This is an optimization exercise on Yosys and OpenROAD, whose aim is small area and a short achievable clock period, not a production implementation.
Power and IR drop assume default switching activity.

harbor:
==> flow/design.v (excerpt) <==
module cpu (
  input  logic          clk,
  input  logic          reset,
  output logic [15:0]   bAddr,
  input  logic [15:0]   bMemRead,
  output logic [15:0]   aAddr,
  input  logic [15:0]   aMemRead,
  output logic [15:0]   ifPc,
  output logic [15:0]   ifIr,
  output logic [15:0]   exCalResult,
  output logic [1:0]    exMemControl,
  output logic [3:0]    meRegisterT,
  output logic          meWriteEnable,
  output logic [15:0]   meCalResult,
  output logic          tFlag,
  output logic [175:0]  registerValue
);
For scale: about 1,500 cells after synthesis, about 310 flip-flops, roughly 310 I/O pins.
export LEC_CHECK = 0
export CAP_MARGIN = 20
export CORE_MARGIN = 2
export CORE_UTILIZATION = 40
export SETUP_SLACK_MARGIN = 3.0
export SLEW_MARGIN = 20
create_clock -name core_clock -period 6.0 [get_ports {clk}]
standard.sh (not shown) runs the stock make flow with config.mk's settings and CLKGATE_MAP_FILE= SYNTH_SCRIPT=/design/flow/synth_recipe.tcl, a recipe that flattens the netlist after the stock synthesis.
==> flow/flow/run.sh <==
#!/bin/bash
# The standard layout, with these changes:
#  - synthesis: flow/my_synth.tcl (abc scripts flow/map.abc for the adder
#    modules, flow/top.abc for the rest; no full/half adder cells);
#  - ports are buffered with the smallest buffer instead of a delay cell;
#  - clock tree synthesis without dummy loads.
# Everything else (floorplan, tap cells, power grid, placement, CTS,
# routing) is the standard flow's own flow, run through standard.sh.
set -euo pipefail
here=$(pwd)
bash standard.sh ADDER_MAP_FILE= SYNTH_SCRIPT="$here/flow/my_synth.tcl" \
  "BUFFER_PORTS_ARGS=-buffer_cell sky130_fd_sc_hd__buf_1" \
  "CTS_ARGS=-sink_clustering_enable -repair_clock_nets -dont_use_dummy_load -sink_clustering_size 20 -buf_list sky130_fd_sc_hd__clkbuf_4" \
  finish > "$here/standard_flow.log" 2>&1
==> flow/flow/map.abc <==
strash
map
topo
stime -c
buffer -c
upsize -c
dnsize -c
==> flow/flow/my_synth.tcl <==
# The standard synthesis script (synth_recipe.tcl) with two changes:
#  - abc maps the adder modules with flow/map.abc (plain mapping of the
#    prefix trees as written) and the rest with flow/top.abc (area-leaning),
#    instead of ORFS's speed script;
#  - the adder modules keep their own hierarchy while abc maps, so abc sees
#    each adder alone; they are flattened at the end, as synth_recipe.tcl does.
# Flip-flops are mapped before abc and all live in the top module, so the
# registers, their names and cells are those of the standard synthesis.
set ::my_dir [file dirname [file normalize [info script]]]
set ::my_keep_done 0
proc abc {args} {
  set i [lsearch -exact $args -script]
  if { $i < 0 } { yosys abc {*}$args; return }
  set j [expr {$i + 1}]
  yosys abc {*}[lreplace $args $j $j $::my_dir/map.abc] adder16 addS8
  yosys abc {*}[lreplace $args $j $j $::my_dir/port.abc] readPort
  yosys abc {*}[lreplace $args $j $j $::my_dir/top.abc] cpu
}
proc synth {args} {
  if { !$::my_keep_done } {
    set ::my_keep_done 1
    yosys setattr -mod -set keep_hierarchy 1 adder16 addS8 readPort
  }
  yosys synth -nofsm -noshare {*}$args
}
source $::env(SCRIPTS_DIR)/synth.tcl
# left out here: clear keep_hierarchy, flatten, clean up, hide names made inside functions, write 1_2_yosys.v
==> flow/flow/port.abc <==
strash
&get -n
&fraig -x
&put
scorr
dc2
strash
&get -n
&dch -f
&nf
&put
topo
stime -c
buffer -c
upsize -c
dnsize -c
==> flow/flow/top.abc <==
strash
&get -n
&fraig -x
&put
scorr
dc2
strash
&get -n
&dch -f
&nf
&put
Input changes introduced in willow (baseline for comparison: harbor):
==> flow/flow/port.abc <==
strash
&get -n
&fraig -x
&put
scorr
dc2
strash
dch -f
map -D 3000
topo
stime -c
buffer -c
upsize -c -D 3000
dnsize -c -D 3000
Notes after the runs:
Die width sits lower in willow than in harbor.
Summary of willow over harbor: met1 wire length has increased, portion of total power attributed to combinational logic has remained practically unchanged.
Looking at relative max-transition margin, willow sits 1.9 points above harbor.
Function was not checked in any run of this note: the RTL went through the layout flow alone.

---

The RTL this note starts from:
==> flow/design.v <==
`timescale 1ns/1ns
package cpuPkg;
  typedef logic [16-1:0] word_t;
  typedef logic [3:0] regIndex_t;
  typedef enum logic [3:0] {
    OP_NOP   = 4'd0,
    OP_ADD   = 4'd1,
    OP_SUB   = 4'd2,
    OP_AND   = 4'd3,
    OP_OR    = 4'd4,
    OP_XOR   = 4'd5,
    OP_MOVI  = 4'd6,
    OP_ADDI  = 4'd7,
    OP_CMPEQ = 4'd8,
    OP_CMPGT = 4'd9,
    OP_LOAD  = 4'd10,
    OP_BT    = 4'd11,
    OP_BF    = 4'd12,
    OP_JR    = 4'd13
  } opcode_t;
  typedef enum logic [2:0] {
    ALU_PASS, ALU_ADD, ALU_SUB, ALU_AND, ALU_OR, ALU_XOR, ALU_CMPEQ, ALU_CMPGT
  } aluOp_t;
  typedef enum logic [1:0] {MEM_NONE, MEM_LOAD} memOp_t;
  typedef enum logic [2:0] {JUMP_NONE, JUMP_REL, JUMP_REG} jumpOp_t;
  typedef enum logic [1:0] {BYP_FILE, BYP_EX, BYP_ME, BYP_IMM} bypassSel_t;
endpackage
`timescale 1ns/1ns
module adder16 (
  input  logic [15:0] a,
  input  logic [15:0] b,
  input  logic        cin,
  input  logic        selSum,
  input  logic [15:0] other,
  input  logic        rmSign,
  input  logic        cmpGt,
  output logic [15:0] result,
  output logic        tNext,
  output logic [15:0] andAB,
  output logic [15:0] xorAB
);
  logic [15:0] g, p, gp, sum;
  logic        eq, tIfCarry, tIfNoCarry;
  assign andAB = a & b;
  assign xorAB = a ^ b;
  always_comb begin
    g = andAB;
    p = xorAB;
    g[0] = g[0] | (p[0] & cin);
    gp = p;
    for (int l = 0; l < 4; l++) begin
      for (int i = 15; i >= 0; i--) begin
        if (((i >> l) & 1) == 1) begin
          g[i]  = g[i] | (gp[i] & g[((i >> l) << l) - 1]);
          gp[i] = gp[i] & gp[((i >> l) << l) - 1];
        end
      end
    end
  end
  assign sum    = p ^ {g[14:0], cin};
  assign result = selSum ? sum : other;
  assign eq         = xorAB == 16'd0;
  assign tIfCarry   = cmpGt ? (!a[15] || rmSign) : eq;
  assign tIfNoCarry = cmpGt ? (!a[15] && rmSign) : eq;
  assign tNext      = g[14] ? tIfCarry : tIfNoCarry;
endmodule
module addS8 (
  input  logic [15:0] a,
  input  logic [7:0]  b,
  output logic [15:0] y
);
  logic [7:0] g, p, gp, hi, inc, dec;
  logic       allOnes, allZeros, carry;
  always_comb begin
    g = a[7:0] & b;
    p = a[7:0] ^ b;
    gp = p;
    for (int l = 0; l < 3; l++) begin
      for (int i = 7; i >= 0; i--) begin
        if (((i >> l) & 1) == 1) begin
          g[i]  = g[i] | (gp[i] & g[((i >> l) << l) - 1]);
          gp[i] = gp[i] & gp[((i >> l) << l) - 1];
        end
      end
    end
    carry = g[7];
    hi = a[15:8];
    allOnes  = 1'b1;
    allZeros = 1'b1;
    for (int i = 0; i < 8; i++) begin
      inc[i]   = hi[i] ^ allOnes;
      dec[i]   = hi[i] ^ allZeros;
      allOnes  = allOnes & hi[i];
      allZeros = allZeros & !hi[i];
    end
    y[7:0] = p ^ {g[6:0], 1'b0};
    if (carry && !b[7])      y[15:8] = inc;
    else if (!carry && b[7]) y[15:8] = dec;
    else                     y[15:8] = hi;
  end
endmodule
`timescale 1ns/1ns
module cpu (
  input  logic          clk,
  input  logic          reset,
  output logic [15:0]   bAddr,
  input  logic [15:0]   bMemRead,
  output logic [15:0]   aAddr,
  input  logic [15:0]   aMemRead,
  output logic [15:0]   ifPc,
  output logic [15:0]   ifIr,
  output logic [15:0]   exCalResult,
  output logic [1:0]    exMemControl,
  output logic [3:0]    meRegisterT,
  output logic          meWriteEnable,
  output logic [15:0]   meCalResult,
  output logic          tFlag,
  output logic [175:0]  registerValue
);
  logic [15:0] pc;
  logic [15:0] idIr;
  logic        inDelaySlot;
  logic [3:0]  exRegisterT;
  logic        exWriteEnable;
  logic        exLoad;
  logic [15:0] regs [11];
  logic [15:0] opS, opM;
  logic        sFromEx, sFromMe, mFromEx, mFromMe;
  logic [3:0] op;
  assign op = idIr[15:12];
  logic isAdd, isSub, isAnd, isOr, isXor, isMovi, isAddi, isCmpEq, isCmpGt, isLoad;
  logic isBt, isBf, isJr;
  assign isAdd   = op == 4'd1;
  assign isSub   = op == 4'd2;
  assign isAnd   = op == 4'd3;
  assign isOr    = op == 4'd4;
  assign isXor   = op == 4'd5;
  assign isMovi  = op == 4'd6;
  assign isAddi  = op == 4'd7;
  assign isCmpEq = op == 4'd8;
  assign isCmpGt = op == 4'd9;
  assign isLoad  = op == 4'd10;
  assign isBt    = op == 4'd11;
  assign isBf    = op == 4'd12;
  assign isJr    = op == 4'd13;
  logic decWriteEnable;
  assign decWriteEnable = (op >= 4'd1 && op <= 4'd7) || isLoad;
  logic [15:0] rs, rm;
  assign rs = sFromEx ? exCalResult : (sFromMe ? meCalResult : opS);
  assign rm = mFromEx ? exCalResult : (mFromMe ? meCalResult : opM);
  logic        invert, carryIn;
  logic [15:0] bOp, p, g, other, result;
  logic        selSum, selG, selP, selRm, tNext;
  assign bOp = rm ^ {16{invert}};
  assign selSum = isAdd || isAddi || isSub;
  assign selG   = isAnd || isOr;
  assign selP   = isXor || isOr;
  assign selRm  = !(selSum || selG || selP);
  assign other  = ({16{selG}} & g) | ({16{selP}} & p) | ({16{selRm}} & rm);
  adder16 aluAdder (.a(rs), .b(bOp), .cin(carryIn), .selSum(selSum), .other(other),
                    .rmSign(rm[15]), .cmpGt(isCmpGt), .result(result), .tNext(tNext),
                    .andAB(g), .xorAB(p));
  logic [7:0] immA;
  always_comb begin
    if (isMovi)      immA = idIr[7:0];
    else if (isAddi) immA = {{4{idIr[3]}}, idIr[3:0]};
    else if (isLoad) immA = {4'b0, idIr[3:0]};
    else             immA = 8'd0;
  end
  logic [15:0] addrNext;
  addS8 addrAdder (.a(rs), .b(immA), .y(addrNext));
  logic jumpRel, jumpReg;
  assign jumpRel = !inDelaySlot && ((isBt && tFlag) || (isBf && !tFlag));
  assign jumpReg = !inDelaySlot && isJr;
  logic [15:0] pcAdd;
  addS8 pcAdder (.a(pc), .b(jumpRel ? idIr[7:0] : 8'd1), .y(pcAdd));
  logic [15:0] nxtIr;
  assign nxtIr = {reset ? 8'd0 : bMemRead[15:8], bMemRead[7:0]};
  logic [3:0] nS, nM;
  logic       nImm;
  assign nS   = bMemRead[7:4];
  assign nM   = bMemRead[3:0];
  assign nImm = nxtIr[15:13] == 3'b011;   
  logic [15:0] readS, readM, immM;
  logic [10:0] hitReg;
  logic        sHit, mHit;
  always_comb begin
    readS = 16'd0;
    readM = 16'd0;
    sHit  = 1'b0;
    mHit  = 1'b0;
    for (int i = 0; i < 11; i++) begin
      hitReg[i] = meWriteEnable && meRegisterT == 4'(i);
      readS = readS | ({16{nS == 4'(i) && !hitReg[i]}} & regs[i]);
      readM = readM | ({16{nM == 4'(i) && !hitReg[i]}} & regs[i]);
      sHit  = sHit | (nS == 4'(i) && hitReg[i]);
      mHit  = mHit | (nM == 4'(i) && hitReg[i]);
    end
    readS = readS | ({16{sHit}} & meCalResult);
    readM = readM | ({16{mHit}} & meCalResult);
  end
  assign immM = nxtIr[12] ? {{12{nxtIr[3]}}, nxtIr[3:0]} : {{8{nxtIr[7]}}, nxtIr[7:0]};
  always_ff @(posedge clk) begin
    if (reset) begin
      pc            <= 16'd0;
      exWriteEnable <= 1'b0;
      meWriteEnable <= 1'b0;
      meCalResult   <= 16'd0;
      tFlag         <= 1'b0;
    end else begin
      if (isCmpEq || isCmpGt) tFlag <= tNext;
      pc            <= jumpReg ? rs : pcAdd;
      exWriteEnable <= decWriteEnable;
      meWriteEnable <= exWriteEnable;
      meCalResult   <= exLoad ? aMemRead : exCalResult;
    end
    idIr        <= nxtIr;
    invert      <= nxtIr[15:12] == 4'd2 || nxtIr[15:12] == 4'd9;
    carryIn     <= nxtIr[15:12] == 4'd2;
    inDelaySlot <= jumpRel || jumpReg;
    exLoad      <= isLoad;
    opS         <= readS;
    opM         <= nImm ? immM : readM;
    sFromEx     <= nS < 4'd11 && decWriteEnable && idIr[11:8] == nS;
    sFromMe     <= nS < 4'd11 && exWriteEnable && exRegisterT == nS;
    mFromEx     <= !nImm && nM < 4'd11 && decWriteEnable && idIr[11:8] == nM;
    mFromMe     <= !nImm && nM < 4'd11 && exWriteEnable && exRegisterT == nM;
    exCalResult <= result;
    exRegisterT <= idIr[11:8];
    aAddr       <= addrNext;
    meRegisterT <= exRegisterT;
  end
  logic [15:0] writeValue;
  assign writeValue = reset ? 16'd0 : meCalResult;
  always_ff @(posedge clk) begin
    for (int i = 0; i < 11; i++) begin
      if (reset || (meWriteEnable && meRegisterT == 4'(i))) regs[i] <= writeValue;
    end
  end
  always_comb begin
    for (int i = 0; i < 11; i++) registerValue[16*i +: 16] = regs[i];
  end
  assign bAddr        = pc;
  assign ifPc         = pc;
  assign ifIr         = bMemRead;
  assign exMemControl = {1'b0, exLoad};
endmodule
clock: 6.0 ns
lec_check: 0
cap_margin: 20
core_margin: 2
core_utilization: 40
setup_slack_margin: 3.25
slew_margin: 20
==> flow/flow/run.sh <==
#!/bin/bash
# The standard layout, with these changes:
#  - synthesis: flow/my_synth.tcl (abc scripts flow/map.abc for the adder
#    modules, flow/top.abc for the rest; no full/half adder cells);
#  - ports are buffered with the smallest buffer instead of a delay cell;
#  - after global placement, flow/split_feedthrough.tcl gives the fetch
#    logic behind each bMemRead input buffer a buffer of its own;
#  - clock tree synthesis without dummy loads, with clkbuf_4 only.
# Everything else (floorplan, tap cells, power grid, placement, CTS,
# routing) is the standard flow's own flow, run through standard.sh.
set -euo pipefail
here=$(pwd)
bash standard.sh ADDER_MAP_FILE= SYNTH_SCRIPT="$here/flow/my_synth.tcl" \
  "BUFFER_PORTS_ARGS=-buffer_cell sky130_fd_sc_hd__buf_1" \
  "POST_GLOBAL_PLACE_TCL=$here/flow/split_feedthrough.tcl" \
  "CTS_ARGS=-sink_clustering_enable -repair_clock_nets -dont_use_dummy_load -sink_clustering_size 20 -buf_list sky130_fd_sc_hd__clkbuf_4" \
  finish > "$here/standard_flow.log" 2>&1
Scripts as last shown in full above: flow/flow/map.abc, flow/flow/top.abc
Other scripts of this flow, unchanged in this note and not shown: flow/flow/my_synth.tcl, flow/flow/split_feedthrough.tcl
The baseline passed the timing, design-rule and antenna checks.
Rerun with:
- CORE_UTILIZATION: 40 -> 55
- SETUP_SLACK_MARGIN: 3.25 -> 3.0
Synthesized area is unchanged. Worst hold slack gets worse by 0.014 ns. Non-clock buffer count went down by 29. Total power went down by a few percent. Wire length went down by a little under a tenth. Clock power hardly moves. Global-route usage went up by 8.9 points. Sequential share of layout area went up by 2.5 points.
Rerun with:
==> flow/flow/map.abc (replaced) <==
strash
map
- CORE_UTILIZATION: 55 -> 40
- SETUP_SLACK_MARGIN: 3.0 -> 3.1
What happened: Wire length goes up by about 6.5%; area after synthesis shrinks by about 1.3%; die area goes up by about 35%; final area came out higher by 1.7%.
No functional check of the RTL was part of any run of this note.

static timing again, ports no longer ideal:
How much do the figures lean on ideal ports? The routed layouts below were timed once more, with nothing changed but the port constraints.
Step 1 sets driving cells, clkbuf_16 on the clock port and buf_2 on the other inputs (assumed; they add their load-dependent delay and slew).
Step 2 adds t to the input delays and takes it off the output delays; t is the mean of the earliest and latest rising clock arrival at the registers after step 1. Input paths then give back, and output paths get back, about the clock's delay inside the block.
a / b / c = ideal / step 1 / step 2; a / b = the first two.
| run | shift t [ns] | setup WS [ns] | worst hold slack (ns) | worst setup path after step 2 | worst data-port slew with drivers (ns) |
|---|---|---|---|---|---|
| harbor | 0.801 | 3.028 / 3.004 / 2.308 | 0.398 / 0.398 / 0.398 | input to register | 0.03 |
| willow | 0.812 | 2.978 / 3.007 / 2.195 | 0.395 / 0.395 / 0.395 | input to register | 0.09 |
| the first run of note 2 | 0.778 | 3.256 / 3.236 / 2.528 | 0.393 / 0.393 / 0.393 | input to register | 0.04 |
| the second run of note 2 | 0.746 | 2.925 / 2.952 / 2.206 | 0.380 / 0.380 / 0.380 | input to register | 0.06 |
| the third run of note 2 | 0.803 | 3.062 / 3.040 / 2.328 | 0.378 / 0.378 / 0.378 | input to register | 0.08 |
After both steps setup and hold are still met in every run listed. The setup slack of willow, which loses most, moves by +0.029 ns with the drivers and by -0.783 ns with both steps.
